What follows belongs to an exercise in optimizing a design on an open flow for small area, a short achievable clock period and few clock cycles; a production flow would make more cautious choices.
Where RTL was checked, it was by simulation tests only, not by an equivalence proof against the original.
Power is estimated from default activity; no workload was simulated.

## bmp_row_to_rgb565_blend_top
module bmp_row_to_rgb565_blend_top (
    input  logic         aclk,
    input  logic         aresetn,
    input  logic         cfg_valid,
    output logic         cfg_ready,
    input  logic [1:0]   cfg_index,
    input  logic [15:0]  cfg_data,
    input  logic         s_valid,
    output logic         s_ready,
    input  logic [7:0]   s_data_byte,
    output logic         m_valid,
    input  logic         m_ready,
    output logic [15:0]  m_pixel_rgb565,
    output logic         m_row_last
);
clock: 8.0 ns
lec_check: 0
cap_margin: 20
core_margin: 2
core_utilization: 40
setup_slack_margin: 5
slew_margin: 20
standard.sh (not shown) runs the stock make flow with config.mk's settings and CLKGATE_MAP_FILE= SYNTH_SCRIPT=/design/flow/synth_recipe.tcl, a recipe that flattens the netlist after the stock synthesis.
==> flow/flow/run.sh <==
#!/bin/bash
set -euo pipefail
MARGIN=5.3
sed -e "s/SETUP_SLACK_MARGIN=[0-9.]*/SETUP_SLACK_MARGIN=${MARGIN}/" standard.sh > standard_tight.sh
grep -q "SETUP_SLACK_MARGIN=${MARGIN}" standard_tight.sh
export BUFFER_PORTS_ARGS="-buffer_cell sky130_fd_sc_hd__buf_2"
bash standard_tight.sh > flow_make.log 2>&1
test -s out/final.def
Testbench counts at the start, summed over its fixed seeds: cycles 149,051.
Edit:
--- a/flow/design.v
+++ b/flow/design.v
@@ -159,21 +159,19 @@
             end
         end
     end
     always_ff @(posedge aclk) begin
         if (!aresetn) begin
             fresh <= 1'b1;
-            ph    <= bmpb_pkg::PH_SKIP;
-            cnt   <= 12'd0;
             bip   <= 2'd0;
         end else begin
             fresh <= fresh_n;
-            ph    <= ph_n;
-            cnt   <= cnt_n;
             bip   <= bip_n;
         end
+        ph  <= ph_n;
+        cnt <= cnt_n;
     end
     logic [7:0] hb, hg, hr, ha;
     logic [9:0] ha3;
     logic       hl;
     always_ff @(posedge aclk) begin
         if (accept && bip == 2'd0) hb <= s_data_byte;
@@ -254,20 +252,21 @@
         x2  <= x1;
         y2  <= y1;
         s3  <= s2;
         ph3 <= p2[15:8];
         c3  <= lowsum[8];
     end
-    logic [7:0] k3, res, xr;
-    always_comb begin
-        if (t3g)      k3 = {bg[10:5], 2'b00};
-        else if (t3r) k3 = {bg[15:11], 3'b000};
-        else          k3 = {bg[4:0], 3'b000};
-        xr  = ph3 ^ {8{s3}};
-        res = k3 + xr + {7'd0, c3 ^ s3};
-    end
+    logic [7:0] xr;
+    logic       cin;
+    logic [4:0] k5, sum5;
+    logic [5:0] sum6;
+    assign xr   = ph3 ^ {8{s3}};
+    assign cin  = c3 ^ s3;
+    assign k5   = t3r ? bg[15:11] : bg[4:0];
+    assign sum5 = k5 + xr[7:3] + {4'd0, cin & (&xr[2:0])};
+    assign sum6 = bg[10:5] + xr[7:2] + {5'd0, cin & (&xr[1:0])};
     logic [15:0] qpix [D];
     logic        qlst [D];
     logic [D-1:0] vld, used;
     logic        commit, pop;
     logic [15:0] wd;
     logic        wl;
@@ -277,15 +276,15 @@
         else          cdir <= emitdir;
     end
     assign wr_b   = cdir || t3b;
     assign wr_g   = cdir || t3g;
     assign wr_r   = cdir || t3r;
     assign commit = cdir || t3r;
-    assign wd[4:0]   = fmt[1] ? res[7:3] : (f565 ? hb[4:0] : hb[7:3]);
-    assign wd[10:5]  = fmt[1] ? res[7:2] : (f565 ? {hg[2:0], hb[7:5]} : hg[7:2]);
-    assign wd[15:11] = fmt[1] ? res[7:3] : (f565 ? hg[7:3] : hr[7:3]);
+    assign wd[4:0]   = fmt[1] ? sum5 : (f565 ? hb[4:0] : hb[7:3]);
+    assign wd[10:5]  = fmt[1] ? sum6 : (f565 ? {hg[2:0], hb[7:5]} : hg[7:2]);
+    assign wd[15:11] = fmt[1] ? sum5 : (f565 ? hg[7:3] : hr[7:3]);
     assign wl     = hl;
     assign pop    = vld[0] && m_ready;
     always_ff @(posedge aclk) begin
         for (int i = 0; i < D; i++) begin
             logic wsel;
             if (pop) wsel = vld[i] && (i == D-1 || !vld[(i+1) % D]);
Die area is lower by 0.32%.
Total power is lower by 0.50%.
Clock skew is higher by 5.7 ps.
Clock power is higher by about 0.8%.
Count of clock-buffer cells in the layout is higher by 1.
Wire length is lower by 3.2%.
Fmax is lower by 3.8%.
Combinational power is lower by 3.3%.
Via count is lower by 4.0%.
Setup slack loses 110 ps.
Hold slack loses 21 ps.
Synthesized cell count is lower by 4.9%.
Register-to-register slack loses 130 ps.
No functional check of the RTL was part of the second run of this note.

* * *

bmp_row_to_rgb565_blend_top, a different RTL version from the one above (not shown whole).
For scale: ~1200 cells after synthesis, ~200 flip-flops, roughly 51 I/O pins, roughly 12000 µm² of cells after synthesis.
Settings: LEC_CHECK=0, CAP_MARGIN=20, CORE_MARGIN=2, CORE_UTILIZATION=40, SETUP_SLACK_MARGIN=5, SLEW_MARGIN=20; clock period 8.0 ns.
Scripts as last shown in full above: flow/flow/run.sh
Change:
--- a/flow/design.v
+++ b/flow/design.v
@@ -153,33 +153,31 @@
                         default: begin
                             if (pd_nz) ph_n    = bmpb_pkg::PH_PAD;
                             else       fresh_n = 1'b1;
                         end
                     endcase
                 end
             end
         end
     end
     always_ff @(posedge aclk) begin
         if (!aresetn) begin
             fresh <= 1'b1;
-            ph    <= bmpb_pkg::PH_SKIP;
-            cnt   <= 12'd0;
             bip   <= 2'd0;
         end else begin
             fresh <= fresh_n;
-            ph    <= ph_n;
-            cnt   <= cnt_n;
             bip   <= bip_n;
         end
+        ph  <= ph_n;
+        cnt <= cnt_n;
     end
     logic [7:0] hb, hg, hr, ha;
     logic [9:0] ha3;
     logic       hl;
     always_ff @(posedge aclk) begin
         if (accept && bip == 2'd0) hb <= s_data_byte;
         if (accept && bip == 2'd1) hg <= s_data_byte;
         if (accept && bip == 2'd2) hr <= s_data_byte;
         if (emit) begin
             ha  <= s_data_byte;
             ha3 <= {2'b00, s_data_byte} + {1'b0, s_data_byte, 1'b0};
             hl  <= cnt_end;
@@ -201,25 +199,25 @@
         if (v0g) begin
             c0 = hg;
             k0 = {bg[10:5], 2'b00};
         end else if (v0r) begin
             c0 = hr;
             k0 = {bg[15:11], 3'b000};
         end else begin
             c0 = hb;
             k0 = {bg[4:0], 3'b000};
         end
         df0 = {1'b0, c0} - {1'b0, k0};
         s0  = df0[8];
-        d0  = s0 ? (8'd0 - df0[7:0]) : df0[7:0];
+        d0  = s0 ? (k0 - c0) : df0[7:0];
     end
     logic       t1b, t1g, t1r, s1;
     logic [7:0] d1;
     logic       t2b, t2g, t2r, s2;
     logic [11:0] x2, y2;
     logic       t3b, t3g, t3r, s3, c3;
     logic [7:0] ph3;
     always_ff @(posedge aclk) begin
         if (!aresetn) begin
             {t1b, t1g, t1r} <= 3'b000;
             {t2b, t2g, t2r} <= 3'b000;
             {t3b, t3g, t3r} <= 3'b000;
@@ -248,48 +246,52 @@
     assign p2     = {4'd0, x2} + {y2, 4'd0};
     assign lowsum = {1'b0, p2[7:0]} + {1'b0, p2[15:8]} + 9'd1;
     always_ff @(posedge aclk) begin
         s1  <= s0;
         d1  <= d0;
         s2  <= s1;
         x2  <= x1;
         y2  <= y1;
         s3  <= s2;
         ph3 <= p2[15:8];
         c3  <= lowsum[8];
     end
-    logic [7:0] k3, res, xr;
-    always_comb begin
-        if (t3g)      k3 = {bg[10:5], 2'b00};
-        else if (t3r) k3 = {bg[15:11], 3'b000};
-        else          k3 = {bg[4:0], 3'b000};
-        xr  = ph3 ^ {8{s3}};
-        res = k3 + xr + {7'd0, c3 ^ s3};
-    end
+    logic [7:0] xr;
+    logic       cin;
+    logic [4:0] k5, sum5;
+    logic [5:0] sum6;
+    assign xr   = ph3 ^ {8{s3}};
+    assign cin  = c3 ^ s3;
+    assign k5   = t3r ? bg[15:11] : bg[4:0];
+    assign sum5 = k5 + xr[7:3] + {4'd0, cin & (&xr[2:0])};
+    assign sum6 = bg[10:5] + xr[7:2] + {5'd0, cin & (&xr[1:0])};
     logic [15:0] qpix [D];
     logic        qlst [D];
     logic [D-1:0] vld, used;
     logic        commit, pop;
     logic [15:0] wd;
     logic        wl;
     logic cdir, wr_b, wr_g, wr_r;
-    assign cdir = emitdir;
+    always_ff @(posedge aclk) begin
+        if (!aresetn) cdir <= 1'b0;
+        else          cdir <= emitdir;
+    end
     assign wr_b   = cdir || t3b;
     assign wr_g   = cdir || t3g;
     assign wr_r   = cdir || t3r;
     assign commit = cdir || t3r;
-    assign wd[4:0]   = fmt[1] ? res[7:3] : (f565 ? hb[4:0] : hb[7:3]);
-    assign wd[10:5]  = fmt[1] ? res[7:2] : (f565 ? {s_data_byte[2:0], hb[7:5]} : hg[7:2]);
-    assign wd[15:11] = fmt[1] ? res[7:3] : (f565 ? s_data_byte[7:3] : s_data_byte[7:3]);
-    assign wl     = cdir ? cnt_end : hl;
+    assign wd[4:0]   = fmt[1] ? sum5 : (f565 ? hb[4:0] : hb[7:3]);
+    assign wd[10:5]  = fmt[1] ? sum6 : (f565 ? {hg[2:0], hb[7:5]} : hg[7:2]);
+    assign wd[15:11] = fmt[1] ? sum5 : (f565 ? hg[7:3] : hr[7:3]);
+    assign wl     = hl;
     assign pop    = vld[0] && m_ready;
     always_ff @(posedge aclk) begin
         for (int i = 0; i < D; i++) begin
             logic wsel;
             if (pop) wsel = vld[i] && (i == D-1 || !vld[(i+1) % D]);
             else     wsel = (i == 0 || vld[(i+D-1) % D]) && !vld[i];
             if (pop && i < D-1) begin
                 qpix[i] <= qpix[(i+1) % D];
                 qlst[i] <= qlst[(i+1) % D];
             end
             if (wr_b && wsel) begin
                 qpix[i][4:0] <= wd[4:0];
What happened:
- The changed run passed the timing, DRC and antenna checks
- synthesized area climbs slightly
- global-route usage drops by 0.87 points
- worst setup slack degrades by 0.16 ns
- register-to-register slack degrades by 0.16 ns
- power drops by a few percent
- non-clock buffer count drops by 5
- wire length drops by a few percent
Function was not checked in any run of this note: the RTL went through the layout flow alone.

* * *

Setup of Q:
bmp_row_to_rgb565_blend_top, a different RTL version from the one above (not shown whole).
For scale: roughly 1200 cells after synthesis, about 200 flip-flops, about 12000 um2 of cells after synthesis.
Design bmp_row_to_rgb565_blend_top, start of the top module:
module bmp_row_to_rgb565_blend_top (
    input  logic         aclk,
    input  logic         aresetn,
    input  logic         cfg_valid,
    output logic         cfg_ready,
    input  logic [1:0]   cfg_index,
    input  logic [15:0]  cfg_data,
    input  logic         s_valid,
    output logic         s_ready,
    input  logic [7:0]   s_data_byte,
    output logic         m_valid,
    input  logic         m_ready,
    output logic [15:0]  m_pixel_rgb565,
    output logic         m_row_last
);
Settings: LEC_CHECK=0, CAP_MARGIN=20, CORE_MARGIN=2, CORE_UTILIZATION=40, SETUP_SLACK_MARGIN=5, SLEW_MARGIN=20; clock period 8.0 ns.
Scripts as last shown in full above: flow/flow/run.sh
## Diff of input files: R against Q
-- flow/design.v --
<<< Q, line 215
    logic       t2b, t2g, t2r, s2;
    logic [11:0] x2, y2;
    logic       t3b, t3g, t3r, s3, c3;
    logic [7:0] ph3;
    always_ff @(posedge aclk) begin
        if (!aresetn) begin
>>> R, line 215
    logic       t2b, t2g, t2r, s2;
    logic [11:0] x2, y2;
    logic       t3b, t3g, t3r, s3;
    always_ff @(posedge aclk) begin
        if (!aresetn) begin
<<< Q, line 242
        y1 = {2'd0, pp[2]} + {pp[3], 2'd0};
    end
    logic [15:0] p2;
    logic [8:0]  lowsum;
    assign p2     = {4'd0, x2} + {y2, 4'd0};
    assign lowsum = {1'b0, p2[7:0]} + {1'b0, p2[15:8]} + 9'd1;
    always_ff @(posedge aclk) begin
        s1  <= s0;
        d1  <= d0;
        s2  <= s1;
        x2  <= x1;
        y2  <= y1;
        s3  <= s2;
        ph3 <= p2[15:8];
        c3  <= lowsum[8];
    end
    logic [7:0] xr;
    logic       cin;
    logic [4:0] k5, sum5;
    logic [5:0] sum6;
    assign xr   = ph3 ^ {8{s3}};
    assign cin  = c3 ^ s3;
    assign k5   = t3r ? bg[15:11] : bg[4:0];
    assign sum5 = k5 + xr[7:3] + {4'd0, cin & (&xr[2:0])};
    assign sum6 = bg[10:5] + xr[7:2] + {5'd0, cin & (&xr[1:0])};
    logic [15:0] qpix [D];
    logic        qlst [D];
>>> R, line 241
        y1 = {2'd0, pp[2]} + {pp[3], 2'd0};
    end
    logic [15:0] p2, p3;
    assign p2 = {4'd0, x2} + {y2, 4'd0};
    always_ff @(posedge aclk) begin
        s1 <= s0;
        d1 <= d0;
        s2 <= s1;
        x2 <= x1;
        y2 <= y1;
        s3 <= s2;
        p3 <= p2;
    end
    logic [8:0] lowsum;
    logic       c3;
    logic [7:0] xr;
    logic       cin;
    logic [4:0] k5, sum5;
    logic [5:0] sum6;
    assign lowsum = {1'b0, p3[7:0]} + {1'b0, p3[15:8]} + 9'd1;
    assign c3     = lowsum[8];
    assign xr   = p3[15:8] ^ {8{s3}};
    assign cin  = c3 ^ s3;
    assign k5   = t3r ? bg[15:11] : bg[4:0];
    logic [4:0] sum5_0, sum5_1;
    logic [5:0] sum6_0, sum6_1;
    assign sum5_0 = k5 + xr[7:3];
    assign sum5_1 = k5 + xr[7:3] + 5'd1;
    assign sum6_0 = bg[10:5] + xr[7:2];
    assign sum6_1 = bg[10:5] + xr[7:2] + 6'd1;
    assign sum5   = (cin && (&xr[2:0])) ? sum5_1 : sum5_0;
    assign sum6   = (cin && (&xr[1:0])) ? sum6_1 : sum6_0;
    logic [15:0] qpix [D];
    logic        qlst [D];
<<< Q, line 272
    logic        wl;
    logic cdir, wr_b, wr_g, wr_r;
    assign cdir = emitdir;
    assign wr_b   = cdir || t3b;
    assign wr_g   = cdir || t3g;
>>> R, line 278
    logic        wl;
    logic cdir, wr_b, wr_g, wr_r;
    always_ff @(posedge aclk) begin
        if (!aresetn) cdir <= 1'b0;
        else          cdir <= emitdir;
    end
    assign wr_b   = cdir || t3b;
    assign wr_g   = cdir || t3g;
<<< Q, line 278
    assign commit = cdir || t3r;
    assign wd[4:0]   = fmt[1] ? sum5 : (f565 ? hb[4:0] : hb[7:3]);
    assign wd[10:5]  = fmt[1] ? sum6 : (f565 ? {s_data_byte[2:0], hb[7:5]} : hg[7:2]);
    assign wd[15:11] = fmt[1] ? sum5 : s_data_byte[7:3];
    assign wl     = fmt[1] ? hl : cnt_end;
    assign pop    = vld[0] && m_ready;
    always_ff @(posedge aclk) begin
>>> R, line 287
    assign commit = cdir || t3r;
    assign wd[4:0]   = fmt[1] ? sum5 : (f565 ? hb[4:0] : hb[7:3]);
    assign wd[10:5]  = fmt[1] ? sum6 : (f565 ? {hg[2:0], hb[7:5]} : hg[7:2]);
    assign wd[15:11] = fmt[1] ? sum5 : (f565 ? hg[7:3] : hr[7:3]);
    assign wl     = hl;
    assign pop    = vld[0] && m_ready;
    always_ff @(posedge aclk) begin
Results
Compared Q against R; post-synthesis average cell area within noise. Combinational share of power, Q and R, higher one = Q. Against Q, R comes in about 7% higher on power density relative to cell area. Summary of the comparison: required time of the worst setup path is higher in R, relative to Q. R against Q: clock-pin slew on the worst setup and hold paths level; cell area moved up; starting utilization of the core area moved up.
No functional check of the RTL was part of any run of this note.

* * *

Another version of the RTL of bmp_row_to_rgb565_blend_top (not shown whole).
For scale: about 1,400 cells after synthesis, ~200 flip-flops, about 13,000 sq um of cells after synthesis.
make LEC_CHECK=0 CAP_MARGIN=20 CORE_MARGIN=2 CORE_UTILIZATION=40 SLEW_MARGIN=20 finish   # period 8.0 ns
run.sh (not shown) runs the stock make flow with config.mk's settings and CLKGATE_MAP_FILE= SYNTH_SCRIPT=/design/flow/synth_recipe.tcl, a recipe that flattens the netlist after the stock synthesis.
Stock flow here: none of the scripts above is used.
The first run went through all stages and came out clean.
==> next run, changes <==
--- a/flow/design.v
+++ b/flow/design.v
@@ -5,23 +5,23 @@
     localparam logic [1:0] CFG_IMAGE_WIDTH   = 2'd1;
     localparam logic [1:0] CFG_DISPLAY_WIDTH = 2'd2;
     localparam logic [1:0] CFG_BACKGROUND    = 2'd3;
     localparam logic [1:0]  RESET_FORMAT        = FMT_BGR24;
     localparam logic [11:0] RESET_IMAGE_WIDTH   = 12'd320;
     localparam logic [11:0] RESET_DISPLAY_WIDTH = 12'd320;
     localparam logic [15:0] RESET_BACKGROUND    = 16'h0000;
     localparam logic [1:0] PH_SKIP = 2'd0;
     localparam logic [1:0] PH_KEEP = 2'd1;
     localparam logic [1:0] PH_REST = 2'd2;
     localparam logic [1:0] PH_PAD  = 2'd3;
-    localparam int unsigned QUEUE_DEPTH = 4;
+    localparam int unsigned QUEUE_DEPTH = 3;
     localparam int unsigned QUEUE_PTR_W = 2;
 endpackage
 module bmp_row_to_rgb565_blend_top (
     input  logic         aclk,
     input  logic         aresetn,
     input  logic         cfg_valid,
     output logic         cfg_ready,
     input  logic [1:0]   cfg_index,
     input  logic [15:0]  cfg_data,
     input  logic         s_valid,
     output logic         s_ready,
@@ -242,21 +242,21 @@
     end
     assign full = (used == (PW+1)'(D));
     assign pop  = m_valid && m_ready;
     always_ff @(posedge aclk) begin
         if (!aresetn) begin
             wp        <= '0;
             rp        <= '0;
             used      <= '0;
             ready_cnt <= '0;
             m_valid   <= 1'b0;
         end else begin
-            if (commit) wp <= wp + 1'b1;
-            if (pop)    rp <= rp + 1'b1;
+            if (commit) wp <= (wp == PW'(D-1)) ? '0 : wp + 1'b1;
+            if (pop)    rp <= (rp == PW'(D-1)) ? '0 : rp + 1'b1;
             used      <= used + (PW+1)'(emit) - (PW+1)'(pop);
             ready_cnt <= ready_cnt + (PW+1)'(commit) - (PW+1)'(pop);
             m_valid   <= (ready_cnt + (PW+1)'(commit) - (PW+1)'(pop)) != '0;
         end
     end
     assign m_pixel_rgb565 = qpix[rp];
     assign m_row_last     = qlst[rp];
 endmodule
=> The changed run completed without violations. Design area goes down by 6.1%. Die area falls by 4.5%. Routed wire length falls by 3.6%. First-iteration DRC count came out higher by 22%. Worst setup slack is better by 0.58 ns.
Testbench counts after the change, summed over its fixed seeds: cycles 145,041.
For the first run of this note, only the layout was checked, not whether the RTL still works.

port drivers added, routing unchanged:
Ports are ideal in the flow. The routed layouts listed here were re-timed in OpenROAD. Step 1: set_driving_cell puts a clkbuf_16 on aclk and a buf_2 on each other input, an assumption about the parent block. Step 2 adds t to the input delays and takes it off the output delays; t is the mean of the earliest and latest rising clock arrival at the registers after step 1. Input paths then give back, and output paths get back, about the clock's delay inside the block. Slacks: no drivers / after step 1 / after step 2; pairs: no drivers / after step 1.
| run | shift t [ns] | setup slack, ns | worst setup path after step 2 |
|---|---|---|---|
| the first run of note 1 | 0.479 | 5.308 / 5.289 / 4.809 | input to register |
| the second run of note 1 | 0.482 | 5.202 / 5.202 / 4.810 | input to register |
| the first run of note 2 | 0.481 | 5.195 / 5.195 / 4.798 | input to register |
| the second run of note 2 | 0.489 | 5.035 / 5.035 / 4.804 | input to register |
| Q | 0.483 | 5.218 / 5.184 / 4.701 | input to register |
| R | 0.550 | 5.338 / 5.321 / 4.786 | input to register |
| the first run of note 4 | 0.567 | 2.923 / 2.923 / 2.923 | register to register |
| the second run of note 4 | 0.483 | 3.507 / 3.507 / 3.507 | register to register |
After both steps setup and hold are still met in every run listed. The setup slack of R, which loses most, moves by -0.017 ns with the drivers and by -0.552 ns with both steps.
